This is an optimization exercise on Yosys and OpenROAD, whose aim is small area, a short achievable clock period and few clock cycles per item, not a production implementation.
The RTL was checked by simulation tests, not by an equivalence proof against the original design.
Power is estimated from default activity; no workload was simulated.

Setup of JK:
// scalar_kalman_filter
module scalar_kalman_filter
(
   input  wire logic                   clock,
   input  wire logic                   reset,
   input  wire logic                   req_tvalid,
   output logic                        req_tready,
   input  wire logic [scf_pkg::EST_W-1:0]       req_tdata,    
   input  wire logic [scf_pkg::CHAN_W-1:0]      req_tuser,    
   output logic                        rsp_tvalid,
   input  wire logic                   rsp_tready,
   output logic [scf_pkg::EST_W-1:0]            rsp_tdata,    
   output logic [scf_pkg::CHAN_W-1:0]           rsp_tuser,    
   input  wire logic                   csr_valid,
   output logic                        csr_ready,
   input  wire logic [scf_pkg::CSR_IDX_W-1:0]   csr_index,
   input  wire logic [scf_pkg::CSR_DATA_W-1:0]  csr_data
);
clock: 12.0 ns
lec_check: 0
cap_margin: 20
core_margin: 2
core_utilization: 60
setup_slack_margin: 5
slew_margin: 20
run.sh (not shown) runs the stock make flow with config.mk's settings and CLKGATE_MAP_FILE= SYNTH_SCRIPT=/design/flow/synth_recipe.tcl, a recipe that flattens the netlist after the stock synthesis.
Testbench counts of JK, summed over its fixed seeds: cycles 24,062, items 3,200.
Relative to JK, the following input files were edited for MS:
--- a/flow/design.v
+++ b/flow/design.v
@@ -280,49 +280,42 @@
          end
       end
       if (accept) begin
          h_ch_ff <= req_tuser[0];
          h_z_ff  <= req_tdata;
       end
+      rem_ff   <= e_start ? pm_in : st2[33:0];
+      chunk_ff <= e_start ? 4'h0 : chunk_new;
+      acc_ff   <= e_start ? 65'd0 : acc_next;
+      e_cnt_ff <= e_start ? 3'd0 : e_cnt_ff + 3'd1;
       if (e_start) begin
-         rem_ff   <= pm_in;
          den_ff   <= den_in;
          den3_ff  <= den3_in;
          e_rz_ff  <= (r_ff == 32'd0);
-         acc_ff   <= '0;
-         chunk_ff <= 4'h0;
-         e_cnt_ff <= 3'd0;
          e_pmnz_ff <= (pm_in != 34'd0);
          e_ch_ff  <= h_ch_ff;
       end
       if (e_state_ff == E_DIV && e_cnt_ff == 3'd0) pold_ff <= e_ch_ff ? p1_ff : p0_ff;
       if (e_state_ff == E_DIV && !e_abort && !e_rz_ff) begin
-         rem_ff   <= st2[33:0];
-         chunk_ff <= chunk_new;
-         acc_ff   <= acc_next;
-         e_cnt_ff <= e_cnt_ff + 3'd1;
          if (e_ch_ff) g1_ff <= {((e_cnt_ff == 3'd0) ? 29'd0 : g1_ff[28:0]), chunk_new};
          else         g0_ff <= {((e_cnt_ff == 3'd0) ? 29'd0 : g0_ff[28:0]), chunk_new};
       end
       if (e_state_ff == E_DIV && !e_abort && e_rz_ff) begin
          if (e_ch_ff) g1_ff <= {e_pmnz_ff, 32'd0};
          else         g0_ff <= {e_pmnz_ff, 32'd0};
       end
       if (e_fin) chk_ch_ff <= e_ch_ff;
+      mg_ff    <= xd ? g_eff[31:0] : {8'd0, mg_ff[31:8]};
+      mprev_ff <= xd ? 1'b0 : mg_ff[7];
+      m_cnt_ff <= xd ? 2'd0 : m_cnt_ff + 2'd1;
       if (xd) begin
          d_ff     <= {h_z_ff[39], h_z_ff} - {x_fwd[39], x_fwd};
-         mg_ff    <= g_eff[31:0];
          mtop_ff  <= g_eff[32] | g_eff[31];
-         mprev_ff <= 1'b0;
          macc_ff  <= '0;
          xch_ff   <= h_ch_ff;
-         m_cnt_ff <= 2'd0;
       end else if (x_state_ff == X_MUL) begin
          macc_ff  <= msum[51:8];
-         mg_ff    <= {8'd0, mg_ff[31:8]};
-         mprev_ff <= mg_ff[7];
-         m_cnt_ff <= m_cnt_ff + 2'd1;
       end
       if (s_done) rsp_ch_ff <= xch_ff;
    end
 endmodule
 `default_nettype wire
### Flow results
Result: PASS for each of JK and MS. Taking JK as the reference point, the post-route minimum period of MS falls by 0.16 ns. MS vs JK — non-clock buffer count climbed by a few percent. Taking JK as the reference, in MS synthesis-to-layout area growth -0.82 points; post-synthesis share of cell area spent on full adders, half adders and majority gates +0.67 points; share of final layout cell area taken by non-clock buffers -0.15 points; fraction of the mapped netlist area in simple logic gates +1.1 points; power +43%. In the reports for JK and MS, the larger clock distribution area overhead in the final layout belongs to MS. In MS the highest cell delay on the worst timing path turned out 0.22 ns higher than in JK. Total routed wire length on the met1 layer sits higher in MS than in JK. Per the comparison of MS with JK, synthesized netlist net count increased 129; antenna diode count increased 1; maximum vdd ir drop increased 0.078 mV; number of standard cells in the layout, taps in and fillers out increased about 1.5%.
Testbench counts of MS, summed over its fixed seeds: cycles 24,062, items 3,200.

-- static timing again, ports no longer ideal --
The flow's constraints put no driver on any port. The routed layouts listed below were extracted and timed again, unchanged, in two steps.
Step 1: set_driving_cell puts a clkbuf_16 on clock and a buf_2 on each other input, an assumption about the parent block.
Step 2 times the ports against the registers' clock, not the clock port: input delays grow and output delays shrink by t, the midpoint of the rising clock arrivals with the driver on.
Three values: ideal ports, drivers, drivers and shift; two values: the first two.
run	shift t [ns]	setup WS [ns]	hold WS [ns]	worst setup path at the end	pins driven straight from the clock port
JK	0.748	5.041 / 5.041 / 5.041	0.477 / 0.477 / 0.477	register to register	1
MS	0.756	5.201 / 5.201 / 5.201	0.435 / 0.435 / 0.435	register to register	1
After both steps setup and hold are still met in every run listed.
